Source: an optimization exercise on an open RTL-to-GDS flow (aim: small area and a short achievable clock period). Production flows keep margins and buffers that such runs may drop.
Where RTL was checked, it was by simulation tests only, not by an equivalence proof against the original.
For runs 2 to 4, only the layout was checked, not whether the RTL still works.
No activity file was given, so power comes from the tool's default toggle rates.

===== design/flow/design.v =====
package data_mem_resp_pkg;
  localparam logic [2:0] IDLE   = 3'd0;
  localparam logic [2:0] RWAIT  = 3'd1;
  localparam logic [2:0] RDRIVE = 3'd2;
  localparam logic [2:0] WWAIT  = 3'd3;
  localparam logic [2:0] WDONE  = 3'd4;
  localparam logic [4:0] OP_STA = 5'b01100;
  localparam logic [4:0] OP_LDA = 5'b01110;
endpackage
module dmem_ram #(
  parameter int AW = 8,
  parameter int DW = 8
) (
  input  logic          clk,
  input  logic          we,
  input  logic [AW-1:0] addr,
  input  logic [DW-1:0] wdata,
  output logic [DW-1:0] rdata
);
  logic [DW-1:0] mem [2**AW];
  always_ff @(posedge clk) begin
    if (we) mem[addr] <= wdata;
    rdata <= mem[addr];
  end
endmodule
module data_mem_resp #(
  parameter int AW          = 8,
  parameter int DW          = 8,
  parameter int WAIT_CYCLES = 1
) (
  input  logic          clk,
  input  logic          rst,
  input  logic          nDRD,
  input  logic          nDWR,
  input  logic [AW-1:0] addr,
  input  logic [DW-1:0] din,
  output logic [DW-1:0] dout,
  output logic          doe,
  output logic          rdy,
  output logic          err
);
  localparam logic [3:0] CNT_INIT = 4'(WAIT_CYCLES);
  logic [2:0]    state;
  logic [3:0]    cnt;
  logic          prevRd, prevWr, armed;
  logic [AW-1:0] addrQ;
  logic [DW-1:0] dinQ;
  logic          rdFall, wrFall;
  logic          ramWe;
  logic [AW-1:0] ramAddr;
  logic [DW-1:0] ramRdata;
  assign rdFall = armed & prevRd & ~nDRD;
  assign wrFall = armed & prevWr & ~nDWR;
  always_comb begin
    ramWe   = rst && (state == data_mem_resp_pkg::WWAIT) && (cnt == '0);
    ramAddr = (state == data_mem_resp_pkg::IDLE) ? addr : addrQ;
  end
  dmem_ram #(.AW(AW), .DW(DW)) u_ram (
    .clk  (clk),
    .we   (ramWe),
    .addr (ramAddr),
    .wdata(dinQ),
    .rdata(ramRdata)
  );
  always_ff @(posedge clk) begin
    if (state == data_mem_resp_pkg::IDLE && !(!nDRD && !nDWR) && (rdFall || wrFall)) begin
      addrQ <= addr;
      if (!rdFall) dinQ <= din;
    end
  end
  always_ff @(posedge clk) begin
    if (!rst) begin
      state  <= data_mem_resp_pkg::IDLE;
      cnt    <= '0;
      prevRd <= 1'b1;
      prevWr <= 1'b1;
      armed  <= 1'b0;
      dout   <= '0;
      doe    <= 1'b0;
      rdy    <= 1'b0;
      err    <= 1'b0;
    end else begin
      prevRd <= nDRD;
      prevWr <= nDWR;
      armed  <= 1'b1;
      case (state)
        data_mem_resp_pkg::IDLE: begin
          if (!nDRD && !nDWR) begin
            err <= 1'b1;
          end else if (rdFall) begin
            cnt   <= CNT_INIT;
            state <= data_mem_resp_pkg::RWAIT;
          end else if (wrFall) begin
            cnt   <= CNT_INIT;
            state <= data_mem_resp_pkg::WWAIT;
          end
        end
        data_mem_resp_pkg::RWAIT: begin
          if (wrFall) err <= 1'b1;
          if (nDRD) begin
            state <= data_mem_resp_pkg::IDLE;
          end else if (cnt != '0) begin
            cnt <= cnt - 4'd1;
          end else begin
            dout  <= ramRdata;
            doe   <= 1'b1;
            rdy   <= 1'b1;
            state <= data_mem_resp_pkg::RDRIVE;
          end
        end
        data_mem_resp_pkg::RDRIVE: begin
          if (wrFall) err <= 1'b1;
          if (nDRD) begin
            doe   <= 1'b0;
            rdy   <= 1'b0;
            state <= data_mem_resp_pkg::IDLE;
          end
        end
        data_mem_resp_pkg::WWAIT: begin
          if (rdFall) err <= 1'b1;
          if (cnt != '0) begin
            cnt <= cnt - 4'd1;
          end else begin
            rdy   <= 1'b1;
            state <= data_mem_resp_pkg::WDONE;
          end
        end
        data_mem_resp_pkg::WDONE: begin
          if (rdFall) err <= 1'b1;
          if (nDWR) begin
            rdy   <= 1'b0;
            state <= data_mem_resp_pkg::IDLE;
          end
        end
        default: state <= data_mem_resp_pkg::IDLE;
      endcase
    end
  end
endmodule

===== design/flow/run.sh =====
#!/bin/bash
# synth_recipe.tcl (not shown) runs the flow's synth.tcl, then flattens the netlist and writes it again
# the make line also repeats each setting of config.mk as NAME=value (left out here)
make -C /OpenROAD-flow-scripts/flow DESIGN_CONFIG=/design/flow/config.mk WORK_HOME=/design/flow/orfs CLKGATE_MAP_FILE= SYNTH_SCRIPT=/design/flow/synth_recipe.tcl finish

===== design/flow/config.mk =====
export PLATFORM = sky130hd
export DESIGN_NAME = data_mem_resp
export DESIGN_NICKNAME = data_mem_resp
export VERILOG_FILES = /design/flow/design.v
export SDC_FILE = /design/flow/constraint.sdc
export NUM_CORES = 4
export LEC_CHECK = 0
export CAP_MARGIN = 20
export CORE_MARGIN = 2
export CORE_UTILIZATION = 40
export SLEW_MARGIN = 20

===== design/flow/constraint.sdc =====
create_clock -name core_clock -period 5.5 [get_ports {clk}]
set_input_delay 1.1000 -clock core_clock [delete_from_list [all_inputs] [get_ports {clk}]]
set_output_delay 1.1000 -clock core_clock [all_outputs]
set_load 0.01 [all_outputs]

==> results of run 1 <==
metal layers:
metal	global-route usage, %	up-vias	part of all wire (%)
li1	-	22576	-
met1	30.6	25901	42
met2	33.7	2326	47
met3	3.57	398	8.2
met4	7.43	4	3.4
met5	0	-	0.013
layout by cell type (no fill, tap or decap), types with 12 or more instances in the layout:
cell type,instances
sky130_fd_sc_hd__nand2_1,1331
sky130_fd_sc_hd__nand4_1,70
sky130_fd_sc_hd__o2111ai_1,24
sky130_fd_sc_hd__nand3_1,268
sky130_fd_sc_hd__mux4_2,14
sky130_fd_sc_hd__a211oi_1,33
sky130_fd_sc_hd__clkinv_1,54
sky130_fd_sc_hd__a221oi_1,86
sky130_fd_sc_hd__a21oi_1,577
sky130_fd_sc_hd__a22oi_1,143
sky130_fd_sc_hd__a22o_1,12
sky130_fd_sc_hd__buf_4,225
sky130_fd_sc_hd__a41oi_1,15
sky130_fd_sc_hd__a31oi_1,92
sky130_fd_sc_hd__clkinv_2,17
sky130_fd_sc_hd__and3_1,48
sky130_fd_sc_hd__clkdlybuf4s50_1,30
sky130_fd_sc_hd__clkbuf_16,207
sky130_fd_sc_hd__o41ai_1,15
sky130_fd_sc_hd__o211ai_1,15
sky130_fd_sc_hd__bufinv_16,17
sky130_fd_sc_hd__clkbuf_1,62
sky130_fd_sc_hd__dfxtp_1,29
sky130_fd_sc_hd__edfxtp_1,2064
sky130_fd_sc_hd__a32oi_1,86
sky130_fd_sc_hd__buf_12,40
sky130_fd_sc_hd__mux2i_1,125
sky130_fd_sc_hd__nor2_1,302
sky130_fd_sc_hd__o21ai_0,17
worst min path at each step:
stage | startpoint | to | slack [ns] | cells past startpoint
floorplan | u_ram.rdata[0]$_DFF_P_ | dout[0]$_SDFFE_PN0P_ | 0.44 | 2
global placement | u_ram.rdata[1]$_DFF_P_ | dout[1]$_SDFFE_PN0P_ | 0.45 | 2
detailed placement | u_ram.rdata[1]$_DFF_P_ | dout[1]$_SDFFE_PN0P_ | 0.46 | 2
CTS | u_ram.rdata[1]$_DFF_P_ | dout[1]$_SDFFE_PN0P_ | 0.47 | 2
global route | doe$_SDFFE_PN0P_ | doe$_SDFFE_PN0P_ | 0.50 | 2
finish | doe$_SDFFE_PN0P_ | doe$_SDFFE_PN0P_ | 0.48 | 2
area by class of cell:
type	instances	area, um^2
Fill cell	17910	111000
Sequential cell	2093	62600
Multi-Input combinational cell	3408	18100
Clock buffer	274	5480
Tap cell	2688	3360
Timing Repair Buffer	296	2810
Clock inverter	105	1090
Inverter	6	22.5
Antenna cell	1	2.50
power by group:
part,internal (mW),total [mW],switching (mW)
logic,1.24,4.40,3.16
clock network,7.81,13.9,6.08
registers,17.6,17.7,0.106
total,26.6,36.0,9.35
registers in the layout, indices dropped and copies added, names as in the netlist:
| register | flops |
|---|---|
| state | 3 |
| armed | 1 |
| prevRd | 1 |
| doe | 1 |
| err | 1 |
| rdy | 1 |
| dout | 8 |
| dinQ | 8 |
| addrQ | 8 |
| u_ram.mem | 2048 |
| u_ram.rdata | 8 |
| prevWr | 1 |
| cnt | 4 |
kinds of logic after synthesis:
group                      Yosys count
DFF                               2093
and+or+nand+nor                   2084
AOI/OAI and AO/OA                 1170
buffers and inverters              418
muxes                              150
xor gates and xnor gates             2
adders and majority gates            2
worst register-to-register path: cells and delay by family (launching register included):
family / cells / cell delay [ns]
AND/OR/NAND/NOR: 4 / 2.70
flip-flops: 1 / 1.05
multiplexers: 1 / 0.56
per-stage QoR:
step	setup WS (ns)	hold WS (ns)
after floorplan	1.43	0.437
after global placement	0.166	0.450
after detailed placement	0.0856	0.456
after CTS	0.774	0.468
after global routing	0.676	0.501
final	0.778	0.476
==> results.sh, run 1 <==
export IMPL_synth_area_um2=82200
export IMPL_die_height_um=457
export IMPL_cp_slowest_cell="sky130_fd_sc_hd__dfxtp_1"
export IMPL_start_util_pct=40.2
export IMPL_max_freq_mhz=212
export IMPL_timing_worst_setup_path_type="reg2reg"
export IMPL_synth_top_area_cell="sky130_fd_sc_hd__edfxtp_1"
export IMPL_first_global_vias=48950
export IMPL_cts_made_buffers=205
export IMPL_detail_route_antenna_nets=0
export IMPL_clk_path_buf_depth=3
export IMPL_post_route_period_util_pct=85.8
export IMPL_grt_util_all_layers_pct=21.6
export IMPL_route_final_wire_length_mm=230
export IMPL_synth_nets=5941
export IMPL_placed_cell_area_um2=86800
export IMPL_max_incr_delay_on_cp_ns=1.05
export IMPL_place_port_buffers=30
export IMPL_cell_family_with_the_largest_share_of_critical_path_delay="simple AND/OR/NAND/NOR gates"
export IMPL_placed_cells=8491
export IMPL_r2r_setup_slack_ns=0.78
export IMPL_critical_path_buf_inv_count=0
export IMPL_cts_hold_buf=0
export IMPL_synth_edff_count=2064
export IMPL_clk_latency_ns=0.85
export IMPL_design_die_area_um2=209000
export IMPL_synth_top_cells_by_area="sky130_fd_sc_hd__edfxtp_1, sky130_fd_sc_hd__nand2_1, sky130_fd_sc_hd__a21oi_1, sky130_fd_sc_hd__nand3_1, sky130_fd_sc_hd__mux2i_1"
export IMPL_synth_fa_ha_area_share_pct=0.0304
export IMPL_layoutNonFillerInstCount=8871
export IMPL_total_leakage_power_nw=30.3
export IMPL_final_setup_tns_ns=0
export IMPL_ys_warn_count=2
export IMPL_post_route_core_utilization_pct=45.7
export IMPL_reg2reg_from="state[2]$_SDFFE_PN0P_"
export IMPL_numClockSinks=2093
export IMPL_ir_worst_vdd_uv=357
export IMPL_regToRegEndpoint="u_ram.mem[34][1]$_DFFE_PP_"
export IMPL_syn_instance_count=5919
export IMPL_yosysUniqueCellTypes=63
export IMPL_synth_common_cells="sky130_fd_sc_hd__edfxtp_1, sky130_fd_sc_hd__nand2_1, sky130_fd_sc_hd__a21oi_1"
export IMPL_postCtsSetupRepairBufs=0
export IMPL_synth_top_flop_cell="sky130_fd_sc_hd__edfxtp_1"
export IMPL_synth_xor_area_share_pct=0.0213
export IMPL_synthMostInstantiatedCell="sky130_fd_sc_hd__edfxtp_1"
export IMPL_final_max_slew_violation_count=0
export IMPL_unrepaired_setup_endpoints_after_global_routing="false"
export IMPL_power_density_nw_per_um2=385
export IMPL_clockRootBuffer="sky130_fd_sc_hd__clkbuf_16"
export IMPL_r2r_cells=5
export IMPL_pin_count_of_the_biggest_net_entering_global_routing=202
export IMPL_total_gr_overflow=0
export IMPL_finish_instance_area_um2=93400
export IMPL_min_path_type="reg2reg"
export IMPL_final_hold_viol_count=0
export IMPL_synth_top_family_by_area="simple AND/OR/NAND/NOR gates"
export IMPL_post_synth_cell_area_avg_um2=13.9
export IMPL_layout_drive_gt1_share_pct=9.35
export IMPL_wire_per_inst_um=26.0
export IMPL_tritoncts="yes"
export IMPL_timing_critical_path_depth=5
export IMPL_yosys_mux_area_fraction_pct=2.05
export IMPL_relSlewSlack_pct=14.2
export IMPL_die_width_um=457
export IMPL_critical_path_startpoint="state[2]$_SDFFE_PN0P_"
export IMPL_crit_chain="or3_1, mux2_2, and2_1, nand2_1, nor2_1"
export IMPL_data_required_critical_path_ns=5.92
export IMPL_core_area_um2=204000
export IMPL_drt_first_iter_violations=6858
export IMPL_start_kind="register"
export IMPL_cts_repair_resized=0
export IMPL_yosys_area_top_type_share_pct=75.4
export IMPL_cp_end_kind="register"
export IMPL_postSynthRegisterBits=2093
export IMPL_globalplace_congestion=0.883
export IMPL_post_synthesis_share_of_cell_area_spent_on_and_or_nand_and_nor_gates_pct=10.5
export IMPL_grt_first_pass_wirelength_mm=338
export IMPL_clkSlewWorstSetupHoldPaths_ns=0.06
export IMPL_site_row_count=166
export IMPL_cap_violations=0
export IMPL_ioPinCount=31
export IMPL_result_of_the_run="finished clean"
export IMPL_final_min_clock_period_ns=4.72
export IMPL_flow_area_growth_from_synthesis_pct=13.6
export IMPL_nets=6032
export IMPL_via_per_inst=5.77
export IMPL_htreeDepth=4
export IMPL_drt_first_pass_iters=6
export IMPL_remaining_drc_errors=0
export IMPL_worst_clock_skew_ns=0.0675
export IMPL_worstPathArrival_ns=5.14
export IMPL_synth_area_in_compound_gates_pct=9.15
export IMPL_ys_async_sr_fraction_pct=0
export IMPL_synth_seq_area_share_pct=76.1
export IMPL_total_power_after_layout_mw=36.0
export IMPL_post_dp_hpwl_mm=139
export IMPL_endpoint="u_ram.mem[34][1]$_DFFE_PP_"
export IMPL_final_setup_viol_count=0
export IMPL_timing_critical_path_fanout_max=27
export IMPL_num_vias=51205
export IMPL_initial_antenna_violation_count=5
export IMPL_worst_pin_slew_ns=1.29
==> inputs of run 2 (changes only) <==
==> design/flow/design.v (replaced) <==
package data_mem_resp_pkg;
  localparam int LO_W  = 8;
  localparam int MID_W = 8;
  localparam int HI_W  = 4;
  localparam int BANK  = 64;
  localparam logic [4:0] OP_STA = 5'b01100;
  localparam logic [4:0] OP_LDA = 5'b01110;
endpackage
module dmem_ram #(
  parameter int DW = 8
) (
  input  logic          clk,
  input  logic          wact,     
  input  logic [7:0]    lo,       
  input  logic [7:0]    mid,      
  input  logic [3:0]    hi,       
  input  logic [DW-1:0] wdata,
  output logic [DW-1:0] rdata     
);
  logic [256*DW-1:0] q;           
  logic              ph;
  logic [63:0]       wl;
  logic [DW-1:0]     col  [4];
  logic [DW-1:0]     cand [4];
  always_ff @(posedge clk) begin
    if (ph) ph <= 1'b0;
    else    ph <= 1'b1;
  end
  always_comb begin
    for (int j = 0; j < 64; j++) wl[j] = mid[j / 8] & lo[j % 8];
    for (int g = 0; g < 4; g++) col[g] = {DW{wact & hi[g]}} & (wdata ^ {DW{ph}});
  end
  always_ff @(posedge clk) begin
    for (int r = 0; r < 256; r++)
      for (int b = 0; b < DW; b++)
        if (wl[r % 64] && col[r / 64][b]) q[r*DW+b] <= 1'b0;
        else                  q[r*DW+b] <= ~q[r*DW+b];
  end
  always_ff @(posedge clk) begin
    for (int g = 0; g < 4; g++) begin
      logic [DW-1:0] acc;
      acc = '0;
      for (int j = 0; j < 64; j++) acc = acc | (q[(g*64+j)*DW +: DW] & {DW{wl[j]}});
      cand[g] <= acc;
    end
  end
  always_comb begin
    rdata = '0;
    for (int g = 0; g < 4; g++) rdata = rdata | (cand[g] & {DW{hi[g]}});
    rdata = rdata ^ {DW{~ph}};
  end
endmodule
module data_mem_resp #(
  parameter int AW          = 8,
  parameter int DW          = 8,
  parameter int WAIT_CYCLES = 1
) (
  input  logic          clk,
  input  logic          rst,
  input  logic          nDRD,
  input  logic          nDWR,
  input  logic [AW-1:0] addr,
  input  logic [DW-1:0] din,
  output logic [DW-1:0] dout,
  output logic          doe,
  output logic          rdy,
  output logic          err
);
  logic          idle, r1, r2, w1, w2;
  logic          prevRd, prevWr, armed;
  logic          rdFall, wrFall, wd;
  logic [7:0]    lo, mid;
  logic [3:0]    hi;
  logic [DW-1:0] dinQ;
  logic [DW-1:0] ramRdata;
  logic          wpA, wpB;      
  assign rdFall = armed & prevRd & ~nDRD;
  assign wrFall = armed & prevWr & ~nDWR;
  assign wd     = rdy & ~doe;
  always_ff @(posedge clk) begin
    if (idle) begin
      for (int i = 0; i < 8; i++) lo[i]  <= (addr[2:0] == 3'(i));
      for (int i = 0; i < 8; i++) mid[i] <= (addr[5:3] == 3'(i));
      for (int i = 0; i < 4; i++) hi[i]  <= (addr[7:6] == 2'(i));
      dinQ <= din;
    end
  end
  dmem_ram #(.DW(DW)) u_ram (
    .clk  (clk),
    .wact (wpA | wpB),
    .lo   (lo),
    .mid  (mid),
    .hi   (hi),
    .wdata(dinQ),
    .rdata(ramRdata)
  );
  always_ff @(posedge clk) begin
    wpA <= w2 & rst;
    wpB <= wpA;
  end
  always_ff @(posedge clk) begin
    if (!rst) begin
      idle   <= 1'b1;
      r1     <= 1'b0;
      r2     <= 1'b0;
      w1     <= 1'b0;
      w2     <= 1'b0;
      prevRd <= 1'b1;
      prevWr <= 1'b1;
      armed  <= 1'b0;
      dout   <= '0;
      doe    <= 1'b0;
      rdy    <= 1'b0;
      err    <= 1'b0;
    end else begin
      prevRd <= nDRD;
      prevWr <= nDWR;
      armed  <= 1'b1;
      if ((idle && !nDRD && !nDWR) ||
          ((r1 || r2 || doe) && wrFall) ||
          ((w1 || w2 || wd) && rdFall))
        err <= 1'b1;
      idle <= (idle && !(nDWR ? rdFall : (nDRD && wrFall))) ||
              ((r1 || r2 || doe) && nDRD) ||
              (wd && nDWR);
      r1   <= idle && nDWR && rdFall;
      r2   <= r1 && !nDRD;
      w1   <= idle && nDRD && wrFall;
      w2   <= w1;
      if (r2 && !nDRD) dout <= ramRdata;
      doe  <= (r2 || doe) && !nDRD;
      rdy  <= ((r2 || doe) && !nDRD) || w2 || (wd && !nDWR);
    end
  end
endmodule
--- a/design/flow/config.mk
+++ b/design/flow/config.mk
@@ -7,5 +7,6 @@
 export LEC_CHECK = 0
 export CAP_MARGIN = 20
 export CORE_MARGIN = 2
-export CORE_UTILIZATION = 40
+export CORE_UTILIZATION = 55
+export SETUP_SLACK_MARGIN = 2.9
 export SLEW_MARGIN = 20
==> run 2 against run 1 <==
Sequential power decreased by 11%. Largest power group unchanged. Clock skew fell by 0.042 ns. First-iteration DRC count rose by 27%. Largest cell class unchanged. Clock-buffer cell count grew 44. Sequential share of layout area shrank 14 points. Non-clock buffer count increased by 40. Die area decreased by 38%. Still clean on timing, DRC and antenna.
==> results.sh, run 2 <==
export IMPL_total_leakage_power_nw=35.2
export IMPL_worst_clock_skew_ns=0.0251
export IMPL_tritoncts="yes"
export IMPL_final_max_slew_violation_count=0
export IMPL_ys_warn_count=4
export IMPL_ir_worst_vdd_uv=368
export IMPL_detail_route_antenna_nets=0
export IMPL_filler_cell_count=10209
export IMPL_ys_async_sr_fraction_pct=0
export IMPL_largest_register="u_ram.q"
export IMPL_max_incr_delay_on_cp_ns=0.40
export IMPL_route_final_wire_length_mm=259
export IMPL_die_width_um=361
export IMPL_mostFrequentLayoutCell="sky130_fd_sc_hd__dfxtp_1"
export IMPL_post_route_period_util_pct=49.3
export IMPL_max_freq_mhz=369
export IMPL_relSlewSlack_pct=15.8
export IMPL_biggestRegsByFlops="u_ram.q (2048), u_ram.cand (32)"
export IMPL_result_of_the_run="finished clean"
export IMPL_place_port_buffers=30
export IMPL_yosysUniqueCellTypes=41
export IMPL_initial_antenna_violation_count=15
export IMPL_synth_edff_count=28
export IMPL_flow_area_growth_from_synthesis_pct=15.4
export IMPL_total_power_after_layout_mw=34.0
export IMPL_ioPinCount=31
export IMPL_whs_endpoint="u_ram.q[503]$_SDFF_PP0_"
export IMPL_synth_top_flop_cell="sky130_fd_sc_hd__dfxtp_1"
export IMPL_final_min_clock_period_ns=2.71
export IMPL_die_height_um=361
export IMPL_wire_per_inst_um=30.7
export IMPL_globalplace_congestion=0.839
export IMPL_grt_util_all_layers_pct=37.4
export IMPL_proportion_of_total_power_due_to_net_switching_pct=25.2
export IMPL_grt_first_pass_wirelength_mm=364
export IMPL_first_global_vias=52762
export IMPL_total_gr_overflow=0
export IMPL_timing_worst_setup_path_type="reg2reg"
export IMPL_hold_start="u_ram.q[503]$_SDFF_PP0_"
export IMPL_htreeDepth=4
export IMPL_clockRootBuffer="sky130_fd_sc_hd__clkbuf_16"
export IMPL_switchingPower_mw=8.59
export IMPL_critical_path_startpoint="lo[6]$_DFFE_PP_"
export IMPL_data_required_critical_path_ns=6.13
export IMPL_remaining_drc_errors=0
export IMPL_r2r_setup_slack_ns=2.79
export IMPL_clkSlewWorstSetupHoldPaths_ns=0.06
export IMPL_cap_violations=0
export IMPL_clk_path_buf_depth=3
export IMPL_synth_top_cells_by_area="sky130_fd_sc_hd__dfxtp_1, sky130_fd_sc_hd__a21oi_1, sky130_fd_sc_hd__a22o_1, sky130_fd_sc_hd__a22oi_1, sky130_fd_sc_hd__clkbuf_1"
export IMPL_cts_hold_buf=0
export IMPL_final_setup_viol_count=0
export IMPL_drt_first_iter_violations=8718
export IMPL_crit_chain="buf_6, buf_12, buf_4, a22o_1, o21ai_1, o21ai_0, nor4_4, nand4_1"
export IMPL_cp_slowest_cell="sky130_fd_sc_hd__nor4_4"
export IMPL_syn_instance_count=6803
export IMPL_p_comb_share_pct=11.0
export IMPL_synth_seq_area_share_pct=61.1
export IMPL_synth_nets=6823
export IMPL_start_util_pct=55.2
export IMPL_synth_top_area_cell="sky130_fd_sc_hd__dfxtp_1"
export IMPL_postSynthRegisterBits=2130
export IMPL_numClockSinks=2130
export IMPL_largest_reg_flops=2048
export IMPL_drt_first_pass_iters=10
export IMPL_power_density_nw_per_um2=420
export IMPL_share_clk_of_total_power_pct=42.9
export IMPL_layout_drive_gt1_share_pct=12.7
export IMPL_post_dp_hpwl_mm=136
export IMPL_site_row_count=131
export IMPL_mostFrequentLayoutCells="sky130_fd_sc_hd__dfxtp_1, sky130_fd_sc_hd__a21oi_1, sky130_fd_sc_hd__a22oi_1"
export IMPL_synth_area_um2=70200
export IMPL_start_kind="register"
export IMPL_cts_made_buffers=207
export IMPL_sequential_cell_fraction_of_total_power_pct=46.1
export IMPL_unrepaired_setup_endpoints_after_global_routing="true"
export IMPL_min_path_type="reg2reg"
export IMPL_final_setup_tns_ns=0
export IMPL_reg2reg_from="lo[6]$_DFFE_PP_"
export IMPL_timing_critical_path_fanout_max=12
export IMPL_design_die_area_um2=131000
export IMPL_via_per_inst=6.79
export IMPL_num_vias=57397
export IMPL_post_synth_cell_area_avg_um2=10.3
export IMPL_pin_count_of_the_biggest_net_entering_global_routing=114
export IMPL_synth_common_cells="sky130_fd_sc_hd__dfxtp_1, sky130_fd_sc_hd__a21oi_1, sky130_fd_sc_hd__clkbuf_1"
export IMPL_final_hold_viol_count=0
export IMPL_worstPathArrival_ns=3.34
export IMPL_clk_latency_ns=0.84
export IMPL_nets=6641
export IMPL_yosys_area_top_type_share_pct=59.9
export IMPL_intPower_mw=25.4
export IMPL_regToRegEndpoint="u_ram.cand[0][2]$_DFF_P_"
export IMPL_min_path_cells=1
export IMPL_worst_pin_slew_ns=1.26
export IMPL_r2r_cells=8
export IMPL_synthMostInstantiatedCell="sky130_fd_sc_hd__dfxtp_1"
export IMPL_core_area_um2=127000
export IMPL_cp_end_kind="register"
[run 2: critical path, delay by kind of cell, from the launching register on]
| family | cells | cell delay, ns |
|---|---|---|
| DFF | 1 | 0.39 |
| and+or+nand+nor | 2 | 0.67 |
| buffers and inverters | 3 | 0.48 |
| AOI/OAI and AO/OA | 3 | 0.93 |
[run 2: power groups by stage]
stage          registers, mW  logic (mW)  clock network (mW)
2_1_floorplan           16.0        1.83                   0
3_3_place_gp            16.0        3.12                   0
3_5_place_dp            16.0        3.19                   0
4_1_cts                 15.7        3.51                14.6
5_1_grt                 15.7        3.84                15.3
6_report                15.7        3.76                14.6
[run 2: per-stage QoR]
step | hold slack [ns] | std cells | worst slack (ns) | area, um^2 | util, %
2_1_floorplan | 0.378 | 6803 | 3.52 | 70200 | -
3_3_place_gp | 0.390 | 7913 | 1.02 | 71300 | 56.1
3_5_place_dp | 0.392 | 7920 | 1.90 | 71500 | 56.2
4_1_cts | 0.401 | 8390 | 2.90 | 79900 | 62.8
5_1_grt | 0.410 | 8455 | 2.80 | 81000 | 63.7
6_report | 0.402 | 8456 | 2.79 | 81000 | 63.7
[run 2: kinds of logic after synthesis]
kind of cell              after synthesis  synth area share [%]
AOI/OAI and AO/OA                    3332                  30.0
and+or+nand+nor                       559                  4.18
buffers and inverters                 766                  4.48
DFF                                  2130                  61.1
xor gates and xnor gates               16                 0.199
[run 2: metal layers]
layer  track usage (%)  vias to the layer above  wire length [um]
met5                 0                        -                71
met4              15.4                       12             11500
met3              7.01                      512             27400
met2              56.4                     3155            111000
met1              52.8                    28719            109000
li1                  -                    24999                 -
[run 2: cell type report]
class,count,area (um^2),share of cell area [%]
Sequential cell,2130,42900,53.0
Multi-Input combinational cell,3940,25500,31.4
Clock buffer,318,6350,7.84
Timing Repair Buffer,336,3510,4.33
Tap cell,1662,2080,2.57
Clock inverter,63,678,0.837
Inverter,6,27.5,0.0340
Antenna cell,1,2.50,0.00309
[run 2: worst max-delay path by stage]
stage	endpoint	slack, ns	cells after the start
floorplan	dout[5]$_SDFFE_PN0P_	3.52	5
global placement	u_ram.cand[2][7]$_DFF_P_	1.02	7
detailed placement	u_ram.cand[3][0]$_DFF_P_	1.90	7
CTS	u_ram.cand[3][1]$_DFF_P_	2.90	9
global route	u_ram.cand[3][0]$_DFF_P_	2.80	8
finish	u_ram.cand[0][2]$_DFF_P_	2.79	8
[run 2: repair_timing]
action / 4_1_cts / 5_1_grt
gates cloned: 33 / 15
resized for setup: 159 / 84
pin swaps: 53 / 50
setup buffers: 56 / 48
endpoints found under the setup margin: 1399 / 293
==> inputs of run 3 (changes only) <==
--- a/design/flow/config.mk
+++ b/design/flow/config.mk
@@ -8,5 +8,5 @@
 export CAP_MARGIN = 20
 export CORE_MARGIN = 2
 export CORE_UTILIZATION = 55
-export SETUP_SLACK_MARGIN = 2.9
+export SETUP_SLACK_MARGIN = 3.3
 export SLEW_MARGIN = 20
==> run 3 against run 2 <==
Now fails the layout checks on antenna violations. First-iteration DRC count grew 13%. Wire length grew 9.0%. Final area up 4.4%. Clock skew up 0.0023 ns. Critical path depth shrank 1. Sequential cell count did not move. Synthesized cell count unchanged. Worst setup slack better by 0.0089 ns. Clock-buffer cell count stayed put. Hold slack lost 0.0014 ns. Core utilization rose by 2.8 points.
==> results.sh, run 3 <==
export IMPL_final_hold_viol_count=0
export IMPL_flow_area_growth_from_synthesis_pct=20.5
export IMPL_design_die_area_um2=131000
export IMPL_synth_fa_ha_area_share_pct=0
export IMPL_cts_made_buffers=207
export IMPL_place_port_buffers=30
export IMPL_biggestRegsByFlops="u_ram.q (2048), u_ram.cand (32)"
export IMPL_total_leakage_power_nw=36.9
export IMPL_drt_first_pass_iters=9
export IMPL_critical_path_buf_inv_count=2
export IMPL_mostFrequentLayoutCell="sky130_fd_sc_hd__dfxtp_1"
export IMPL_htreeDepth=4
export IMPL_yosysUniqueCellTypes=41
export IMPL_synth_area_in_compound_gates_pct=30.0
export IMPL_max_freq_mhz=370
export IMPL_relSlewSlack_pct=24.9
export IMPL_multiInputGateArea_um2=26200
export IMPL_final_setup_viol_count=0
export IMPL_p_comb_share_pct=12.5
export IMPL_layout_drive_gt1_share_pct=16.6
export IMPL_cts_hold_buf=0
export IMPL_die_width_um=361
export IMPL_start_kind="register"
export IMPL_cell_family_with_the_largest_share_of_critical_path_delay="compound AO/OA/AOI/OAI gates"
export IMPL_start_util_pct=55.2
export IMPL_clk_path_buf_depth=3
export IMPL_share_clk_of_total_power_pct=42.3
export IMPL_synth_edff_count=28
export IMPL_clk_latency_ns=0.84
export IMPL_sequential_cell_fraction_of_total_power_pct=45.3
export IMPL_tritoncts="yes"
export IMPL_first_global_vias=54783
export IMPL_route_final_wire_length_mm=283
export IMPL_largest_register="u_ram.q"
export IMPL_pin_count_of_the_biggest_net_entering_global_routing=96
export IMPL_via_per_inst=6.94
export IMPL_proportion_of_total_power_due_to_net_switching_pct=25.7
export IMPL_mostFrequentLayoutCells="sky130_fd_sc_hd__dfxtp_1, sky130_fd_sc_hd__a21oi_1, sky130_fd_sc_hd__a22o_1"
export IMPL_post_route_period_util_pct=49.1
export IMPL_ys_warn_count=4
export IMPL_worst_clock_skew_ns=0.0274
export IMPL_post_synthesis_share_of_cell_area_spent_on_and_or_nand_and_nor_gates_pct=4.18
export IMPL_total_power_after_layout_mw=34.6
export IMPL_switchingPower_mw=8.88
export IMPL_result_of_the_run="failed layout checks"
export IMPL_min_path_type="reg2reg"
export IMPL_synth_top_cells_by_area="sky130_fd_sc_hd__dfxtp_1, sky130_fd_sc_hd__a21oi_1, sky130_fd_sc_hd__a22o_1, sky130_fd_sc_hd__a22oi_1, sky130_fd_sc_hd__clkbuf_1"
export IMPL_yosys_mux_area_fraction_pct=0
export IMPL_drt_first_iter_violations=9879
export IMPL_check_failures="antenna violations"
export IMPL_initial_antenna_violation_count=15
export IMPL_synth_top_family_by_area="compound AO/OA/AOI/OAI gates"
export IMPL_max_incr_delay_on_cp_ns=0.39
export IMPL_synth_common_cells="sky130_fd_sc_hd__dfxtp_1, sky130_fd_sc_hd__a21oi_1, sky130_fd_sc_hd__clkbuf_1"
export IMPL_detail_route_antenna_nets=1
export IMPL_ys_async_sr_fraction_pct=0
export IMPL_remaining_drc_errors=0
export IMPL_cp_end_kind="register"
export IMPL_grt_first_pass_wirelength_mm=395
export IMPL_ioPinCount=31
export IMPL_syn_instance_count=6803
export IMPL_nets=6805
export IMPL_post_dp_hpwl_mm=136
export IMPL_intPower_mw=25.7
export IMPL_seqCellArea_um2=42900
export IMPL_timing_critical_path_fanout_max=97
export IMPL_clockRootBuffer="sky130_fd_sc_hd__clkbuf_16"
export IMPL_die_height_um=361
export IMPL_synth_area_um2=70200
export IMPL_core_area_um2=127000
export IMPL_wire_per_inst_um=32.8
export IMPL_crit_chain="buf_6, buf_12, a22o_1, o21ai_2, o21ai_1, nor4_4, nand4_1"
export IMPL_cp_slowest_cell="sky130_fd_sc_hd__edfxtp_1"
export IMPL_synth_top_area_cell="sky130_fd_sc_hd__dfxtp_1"
export IMPL_synth_seq_area_share_pct=61.1
export IMPL_placed_cell_area_um2=71500
export IMPL_site_row_count=131
export IMPL_unrepaired_setup_endpoints_after_global_routing="true"
export IMPL_final_setup_tns_ns=0
export IMPL_data_required_critical_path_ns=6.10
export IMPL_post_synth_cell_area_avg_um2=10.3
export IMPL_worst_pin_slew_ns=1.12
export IMPL_yosys_area_top_type_share_pct=59.9
export IMPL_synthMostInstantiatedCell="sky130_fd_sc_hd__dfxtp_1"
export IMPL_num_vias=59888
export IMPL_globalplace_congestion=0.839
export IMPL_postSynthRegisterBits=2130
export IMPL_largest_reg_flops=2048
export IMPL_cap_violations=0
export IMPL_finish_instance_area_um2=84600
export IMPL_filler_cell_count=9774
export IMPL_numClockSinks=2130
export IMPL_timing_worst_setup_path_type="reg2reg"
export IMPL_worstPathArrival_ns=3.31
export IMPL_final_max_slew_violation_count=0
export IMPL_ir_worst_vdd_uv=378
export IMPL_clkSlewWorstSetupHoldPaths_ns=0.06
export IMPL_grt_util_all_layers_pct=41.3
export IMPL_final_min_clock_period_ns=2.70
export IMPL_synth_top_flop_cell="sky130_fd_sc_hd__dfxtp_1"
export IMPL_power_density_nw_per_um2=409
export IMPL_synth_xor_area_share_pct=0.199
export IMPL_synth_nets=6823
export IMPL_total_gr_overflow=0
## run 3: cell count changes in the layout (fill, tap and decap cells not counted), moves of 31 or more
cell	change
sky130_fd_sc_hd__a22oi_1	-56
sky130_fd_sc_hd__buf_6	+32
sky130_fd_sc_hd__buf_16	+31
sky130_fd_sc_hd__buf_4	+53
sky130_fd_sc_hd__a22oi_2	+56
sky130_fd_sc_hd__bufbuf_16	+31
## run 3: repair_timing
| item | CTS | global route |
|---|---|---|
| endpoints found under the hold margin | 0 | 0 |
| gates cloned | 89 | 9 |
| buffers inserted | 175 | 45 |
| setup endpoints to repair | 2089 | 547 |
| gates resized for setup | 506 | 90 |
| pin swaps | 172 | 80 |
## run 3: final cells by class
| type | instances | share of cell area (%) |
|---|---|---|
| Tap cell | 1662 | 2.46 |
| Timing Repair Buffer | 491 | 7.50 |
| Clock buffer | 318 | 7.50 |
| Sequential cell | 2130 | 50.7 |
| Inverter | 6 | 0.0325 |
| Antenna cell | 9 | 0.0266 |
| Multi-Input combinational cell | 3949 | 31.0 |
| Clock inverter | 63 | 0.801 |
## run 3: worst paths after layout
kind	from	to	slack, ns	depth (start not counted)
worst min-delay path	u_ram.q[1710]$_SDFF_PP0_	u_ram.q[1710]$_SDFF_PP0_	0.40	1
worst max register to register	lo[6]$_DFFE_PP_	u_ram.cand[0][3]$_DFF_P_	2.80	7
worst min register to register	u_ram.q[1710]$_SDFF_PP0_	u_ram.q[1710]$_SDFF_PP0_	0.40	1
worst max-delay path	lo[6]$_DFFE_PP_	u_ram.cand[0][3]$_DFF_P_	2.80	7
## run 3: worst register-to-register path, stage by stage (launching register included)
cell	delay, ns
sky130_fd_sc_hd__edfxtp_1	0.39
sky130_fd_sc_hd__buf_6	0.15
sky130_fd_sc_hd__buf_12	0.18
sky130_fd_sc_hd__a22o_1	0.60
sky130_fd_sc_hd__o21ai_2	0.31
sky130_fd_sc_hd__o21ai_1	0.24
sky130_fd_sc_hd__nor4_4	0.34
sky130_fd_sc_hd__nand4_1	0.25
## run 3: logic make-up after synthesis
group,after synthesis
buffers and inverters,766
xor gates and xnor gates,16
DFF,2130
AOI/OAI and AO/OA,3332
and+or+nand+nor,559
## run 3: stage by stage
step	utilization (%)	instances	hold WS [ns]	setup slack [ns]
2_1_floorplan	-	6803	0.378	3.52
3_3_place_gp	56.1	7913	0.390	1.02
3_5_place_dp	56.2	7920	0.392	1.90
4_1_cts	65.8	8565	0.401	2.93
5_1_grt	66.5	8620	0.408	2.87
6_report	66.5	8628	0.400	2.80
## run 3: routing by layer
layer / up-vias / GRT usage (%) / part of all wire, %
li1: 25400 / - / -
met1: 29648 / 57.6 / 40
met2: 4105 / 60.4 / 42
met5: - / 0 / 0.065
met4: 14 / 20.2 / 5.6
met3: 721 / 9.23 / 12
## run 3: power groups by stage
| stage | Combinational, mW | Sequential [mW] | Clock, mW |
|---|---|---|---|
| after floorplan | 1.83 | 16.0 | 0 |
| after global placement | 3.12 | 16.0 | 0 |
| after detailed placement | 3.19 | 16.0 | 0 |
| after CTS | 4.05 | 15.7 | 14.6 |
| after global routing | 4.35 | 15.7 | 15.3 |
| final | 4.31 | 15.7 | 14.6 |
==> inputs of run 4 (changes only) <==
--- a/design/flow/design.v
+++ b/design/flow/design.v
@@ -10,44 +10,34 @@
   parameter int DW = 8
 ) (
   input  logic          clk,
-  input  logic          wact,     
+  input  logic          we,       
   input  logic [7:0]    lo,       
   input  logic [7:0]    mid,      
   input  logic [3:0]    hi,       
   input  logic [DW-1:0] wdata,
   output logic [DW-1:0] rdata     
 );
-  logic [256*DW-1:0] q;           
-  logic              ph;
-  logic [63:0]       wl;
-  logic [DW-1:0]     col  [4];
-  logic [DW-1:0]     cand [4];
-  always_ff @(posedge clk) begin
-    if (ph) ph <= 1'b0;
-    else    ph <= 1'b1;
-  end
+  logic [DW-1:0] mem  [256];
+  logic [63:0]   wl;
+  logic [DW-1:0] cand [4];
   always_comb begin
     for (int j = 0; j < 64; j++) wl[j] = mid[j / 8] & lo[j % 8];
-    for (int g = 0; g < 4; g++) col[g] = {DW{wact & hi[g]}} & (wdata ^ {DW{ph}});
   end
   always_ff @(posedge clk) begin
     for (int r = 0; r < 256; r++)
-      for (int b = 0; b < DW; b++)
-        if (wl[r % 64] && col[r / 64][b]) q[r*DW+b] <= 1'b0;
-        else                  q[r*DW+b] <= ~q[r*DW+b];
+      if (we && hi[r / 64] && wl[r % 64]) mem[r] <= wdata;
   end
   always_ff @(posedge clk) begin
     for (int g = 0; g < 4; g++) begin
       logic [DW-1:0] acc;
       acc = '0;
-      for (int j = 0; j < 64; j++) acc = acc | (q[(g*64+j)*DW +: DW] & {DW{wl[j]}});
+      for (int j = 0; j < 64; j++) acc = acc | (mem[g * 64 + j] & {DW{wl[j]}});
       cand[g] <= acc;
     end
   end
   always_comb begin
     rdata = '0;
     for (int g = 0; g < 4; g++) rdata = rdata | (cand[g] & {DW{hi[g]}});
-    rdata = rdata ^ {DW{~ph}};
   end
 endmodule
 module data_mem_resp #(
@@ -73,7 +63,6 @@
   logic [3:0]    hi;
   logic [DW-1:0] dinQ;
   logic [DW-1:0] ramRdata;
-  logic          wpA, wpB;      
   assign rdFall = armed & prevRd & ~nDRD;
   assign wrFall = armed & prevWr & ~nDWR;
   assign wd     = rdy & ~doe;
@@ -87,17 +76,13 @@
   end
   dmem_ram #(.DW(DW)) u_ram (
     .clk  (clk),
-    .wact (wpA | wpB),
+    .we   (rst & w2),
     .lo   (lo),
     .mid  (mid),
     .hi   (hi),
     .wdata(dinQ),
     .rdata(ramRdata)
   );
-  always_ff @(posedge clk) begin
-    wpA <= w2 & rst;
-    wpB <= wpA;
-  end
   always_ff @(posedge clk) begin
     if (!rst) begin
       idle   <= 1'b1;
--- a/design/flow/config.mk
+++ b/design/flow/config.mk
@@ -7,6 +7,5 @@
 export LEC_CHECK = 0
 export CAP_MARGIN = 20
 export CORE_MARGIN = 2
-export CORE_UTILIZATION = 55
-export SETUP_SLACK_MARGIN = 3.3
+export CORE_UTILIZATION = 40
 export SLEW_MARGIN = 20
==> run 4 against run 3 <==
The run now finishes clean. Clock skew is 0.022 ns higher. Die area rose by 54%. Final area up 5.1%. Non-clock buffer count fell by 370. Power rose by 1.8%. Global-route usage fell by 19 points. Worst setup slack lost 0.73 ns. Core utilization fell by 21 points. Maximum frequency decreased by 21%. Largest power group unchanged. Highest routed layer unchanged.
==> results.sh, run 4 <==
export IMPL_result_of_the_run="finished clean"
export IMPL_first_global_vias=42952
export IMPL_detail_route_antenna_nets=0
export IMPL_largest_register="u_ram.mem"
export IMPL_die_width_um=448
export IMPL_start_util_pct=40.4
export IMPL_pin_count_of_the_biggest_net_entering_global_routing=155
export IMPL_yosysUniqueCellTypes=38
export IMPL_design_die_area_um2=201000
export IMPL_max_freq_mhz=291
export IMPL_synth_seq_area_share_pct=80.3
export IMPL_largest_reg_flops=2048
export IMPL_cp_end_kind="register"
export IMPL_initial_antenna_violation_count=6
export IMPL_cts_hold_buf=0
export IMPL_core_area_um2=195000
export IMPL_ir_worst_vdd_uv=272
export IMPL_syn_instance_count=4572
export IMPL_synth_top_area_cell="sky130_fd_sc_hd__edfxtp_1"
export IMPL_place_port_buffers=30
export IMPL_via_per_inst=6.08
export IMPL_data_required_critical_path_ns=5.96
export IMPL_timing_worst_setup_path_type="in2reg"
export IMPL_postCtsSetupRepairBufs=0
export IMPL_cts_made_buffers=205
export IMPL_layout_drive_gt1_share_pct=9.30
export IMPL_min_path_type="reg2reg"
export IMPL_die_height_um=448
export IMPL_total_gr_overflow=0
export IMPL_grt_util_all_layers_pct=22.0
export IMPL_htreeDepth=4
export IMPL_remaining_drc_errors=0
export IMPL_wire_per_inst_um=30.5
export IMPL_ys_warn_count=4
export IMPL_total_leakage_power_nw=27.6
export IMPL_final_max_slew_violation_count=0
export IMPL_synth_nets=4592
export IMPL_post_route_period_util_pct=62.5
export IMPL_seqCellArea_um2=63400
export IMPL_clk_latency_ns=0.85
export IMPL_relSlewSlack_pct=23.5
export IMPL_clkSlewWorstSetupHoldPaths_ns=0.06
export IMPL_synth_area_um2=78900
export IMPL_post_synth_cell_area_avg_um2=17.3
export IMPL_yosys_area_top_type_share_pct=79.0
export IMPL_drt_first_pass_iters=8
export IMPL_start_kind="input pin"
export IMPL_num_vias=44646
export IMPL_cts_repair_resized=0
export IMPL_grt_first_pass_wirelength_mm=317
export IMPL_synth_top_cells_by_area="sky130_fd_sc_hd__edfxtp_1, sky130_fd_sc_hd__a22oi_1, sky130_fd_sc_hd__a22o_1, sky130_fd_sc_hd__a222oi_1, sky130_fd_sc_hd__nor2_1"
export IMPL_postSynthRegisterBits=2127
export IMPL_synthMostInstantiatedCell="sky130_fd_sc_hd__edfxtp_1"
export IMPL_tritoncts="yes"
export IMPL_clk_path_buf_depth=3
export IMPL_clockRootBuffer="sky130_fd_sc_hd__clkbuf_16"
export IMPL_synth_xor_area_share_pct=0
export IMPL_numClockSinks=2127
export IMPL_post_synthesis_share_of_cell_area_spent_on_and_or_nand_and_nor_gates_pct=4.81
export IMPL_timing_critical_path_fanout_max=41
export IMPL_final_hold_viol_count=0
export IMPL_synth_edff_count=2076
export IMPL_worst_clock_skew_ns=0.0492
export IMPL_flow_area_growth_from_synthesis_pct=12.8
export IMPL_route_final_wire_length_mm=224
export IMPL_final_setup_tns_ns=0
export IMPL_filler_cell_count=16634
export IMPL_multiInputGateArea_um2=14100
export IMPL_drt_first_iter_violations=6472
export IMPL_worstPathArrival_ns=3.90
export IMPL_synth_fa_ha_area_share_pct=0
export IMPL_site_row_count=162
export IMPL_worst_pin_slew_ns=1.15
export IMPL_synth_top_family_by_area="compound AO/OA/AOI/OAI gates"
export IMPL_mostFrequentLayoutCells="sky130_fd_sc_hd__edfxtp_1, sky130_fd_sc_hd__a22oi_1, sky130_fd_sc_hd__nor2_1"
export IMPL_unrepaired_setup_endpoints_after_global_routing="false"
export IMPL_synth_top_flop_cell="sky130_fd_sc_hd__edfxtp_1"
export IMPL_cap_violations=0
export IMPL_hold_start="w1$_SDFF_PN0_"
export IMPL_ys_async_sr_fraction_pct=0
export IMPL_ioPinCount=31
export IMPL_final_setup_viol_count=0
export IMPL_final_min_clock_period_ns=3.44
export IMPL_layoutNonFillerInstCount=7347
export IMPL_power_density_nw_per_um2=396
export IMPL_post_dp_hpwl_mm=134
export IMPL_yosys_mux_area_fraction_pct=0.0127
export IMPL_globalplace_congestion=0.885
export IMPL_critical_path_startpoint="rst"
export IMPL_nets=4564
export IMPL_reg2reg_from="lo[4]$_DFFE_PP_"
export IMPL_placed_cells=6961
export IMPL_synth_area_in_compound_gates_pct=12.9
export IMPL_synth_common_cells="sky130_fd_sc_hd__edfxtp_1, sky130_fd_sc_hd__a22oi_1, sky130_fd_sc_hd__nor2_1"
export IMPL_biggestRegsByFlops="u_ram.mem (2048), u_ram.cand (32)"
export IMPL_mostFrequentLayoutCell="sky130_fd_sc_hd__edfxtp_1"
[run 4: cell count changes after synthesis, moves of 119 or more]
| cell | delta |
|---|---|
| sky130_fd_sc_hd__nor2_1 | +317 |
| sky130_fd_sc_hd__edfxtp_1 | +2048 |
| sky130_fd_sc_hd__a22o_1 | -146 |
| sky130_fd_sc_hd__clkbuf_1 | -346 |
| sky130_fd_sc_hd__a21oi_1 | -2047 |
| sky130_fd_sc_hd__nand2_1 | +119 |
| sky130_fd_sc_hd__dfxtp_1 | -2051 |
[run 4: kinds of logic (layout without fill, tap and decap cells)]
| logic type | Yosys count | in the layout |
|---|---|---|
| flops | 2127 | 2127 |
| buf+inv | 367 | 515 |
| other cells | 0 | 3 |
| compound gates | 1222 | 1222 |
| mux | 1 | 1 |
| simple gates | 855 | 855 |
[run 4: path summary, 6_finish.rpt]
path | endpoint | slack (ns) | depth (start not counted)
worst max-delay path | u_ram.mem[144][1]$_DFFE_PP_ | 2.06 | 4
worst min-delay path | w2$_SDFF_PN0_ | 0.46 | 1
worst max register to register | u_ram.cand[2][6]$_DFF_P_ | 2.22 | 5
worst min register to register | w2$_SDFF_PN0_ | 0.46 | 1
[run 4: critical path: stages]
cell	delay, ns
sky130_fd_sc_hd__clkdlybuf4s50_1	0.87
sky130_fd_sc_hd__nand3_4	0.82
sky130_fd_sc_hd__buf_4	0.53
sky130_fd_sc_hd__nor2_1	0.55
[run 4: where the power goes]
group / switching [mW] / internal, mW / leakage (nW) / total, mW
registers: 0.120 / 18.0 / 19.1 / 18.2
clock network: 6.07 / 8.24 / 3.31 / 14.3
logic: 2.08 / 0.709 / 5.11 / 2.79
[run 4: through the flow]
step / hold WS (ns) / area [um^2] / utilization [%] / worst slack, ns / power [mW]
3_5_place_dp: 0.459 / 82100 / 42.0 / 1.27 / 21.3
4_1_cts: 0.470 / 88900 / 45.5 / 2.16 / 35.4
2_1_floorplan: 0.436 / 78900 / - / 1.45 / 20.0
5_1_grt: 0.497 / 88900 / 45.5 / 2.03 / 36.2
6_report: 0.459 / 89000 / 45.5 / 2.06 / 35.2
3_3_place_gp: 0.456 / 82100 / 42.0 / 1.35 / 21.2
[run 4: cell type report]
cell class                      instances  share of cell area, %
Antenna cell                            3                0.00844
Sequential cell                      2127                   71.2
Clock buffer                          252                   6.11
Tap cell                             2624                   3.69
Inverter                               11                 0.0464
Timing Repair Buffer                  121                   1.47
Multi-Input combinational cell       2078                   15.8
Clock inverter                        131                   1.64
[run 4: layer usage]
layer / routed length (um) / part of all wire, % / up-vias / track usage (%)
met3: 22400 / 10 / 381 / 5.29
met1: 88900 / 40 / 22777 / 29.9
met5: 38 / 0.017 / - / 0
met4: 8550 / 3.8 / 6 / 8.48
met2: 104000 / 47 / 2569 / 34.3
li1: - / - / 18913 / -

-- port drivers added, routing unchanged --
The flow's constraints put no driver on any port. The routed layouts listed below were extracted and timed again, unchanged, in two steps. Step 1: set_driving_cell puts a clkbuf_16 on clk and a buf_2 on each other input, an assumption about the parent block. Step 2 moves the port delays by t, midway between the first and last clock arrival at a register: inputs arrive t later, outputs are due t later. That takes back most of the time a late clock gives input paths. a / b / c = no drivers / after step 1 / after step 2; a / b = the first two.
run	t (ns)	setup WS [ns]	latest minus earliest clock arrival (ns)
run 1	0.908	0.778 / 0.778 / 0.033	0.073 / 0.073
run 2	0.915	2.788 / 2.788 / 2.788	0.028 / 0.028
run 3	0.903	2.797 / 2.797 / 2.797	0.034 / 0.034
run 4	0.914	2.062 / 2.117 / 1.203	0.052 / 0.052
For run 4, which loses most, drivers alone change the setup slack by +0.055 ns; drivers and shift together by -0.859 ns.
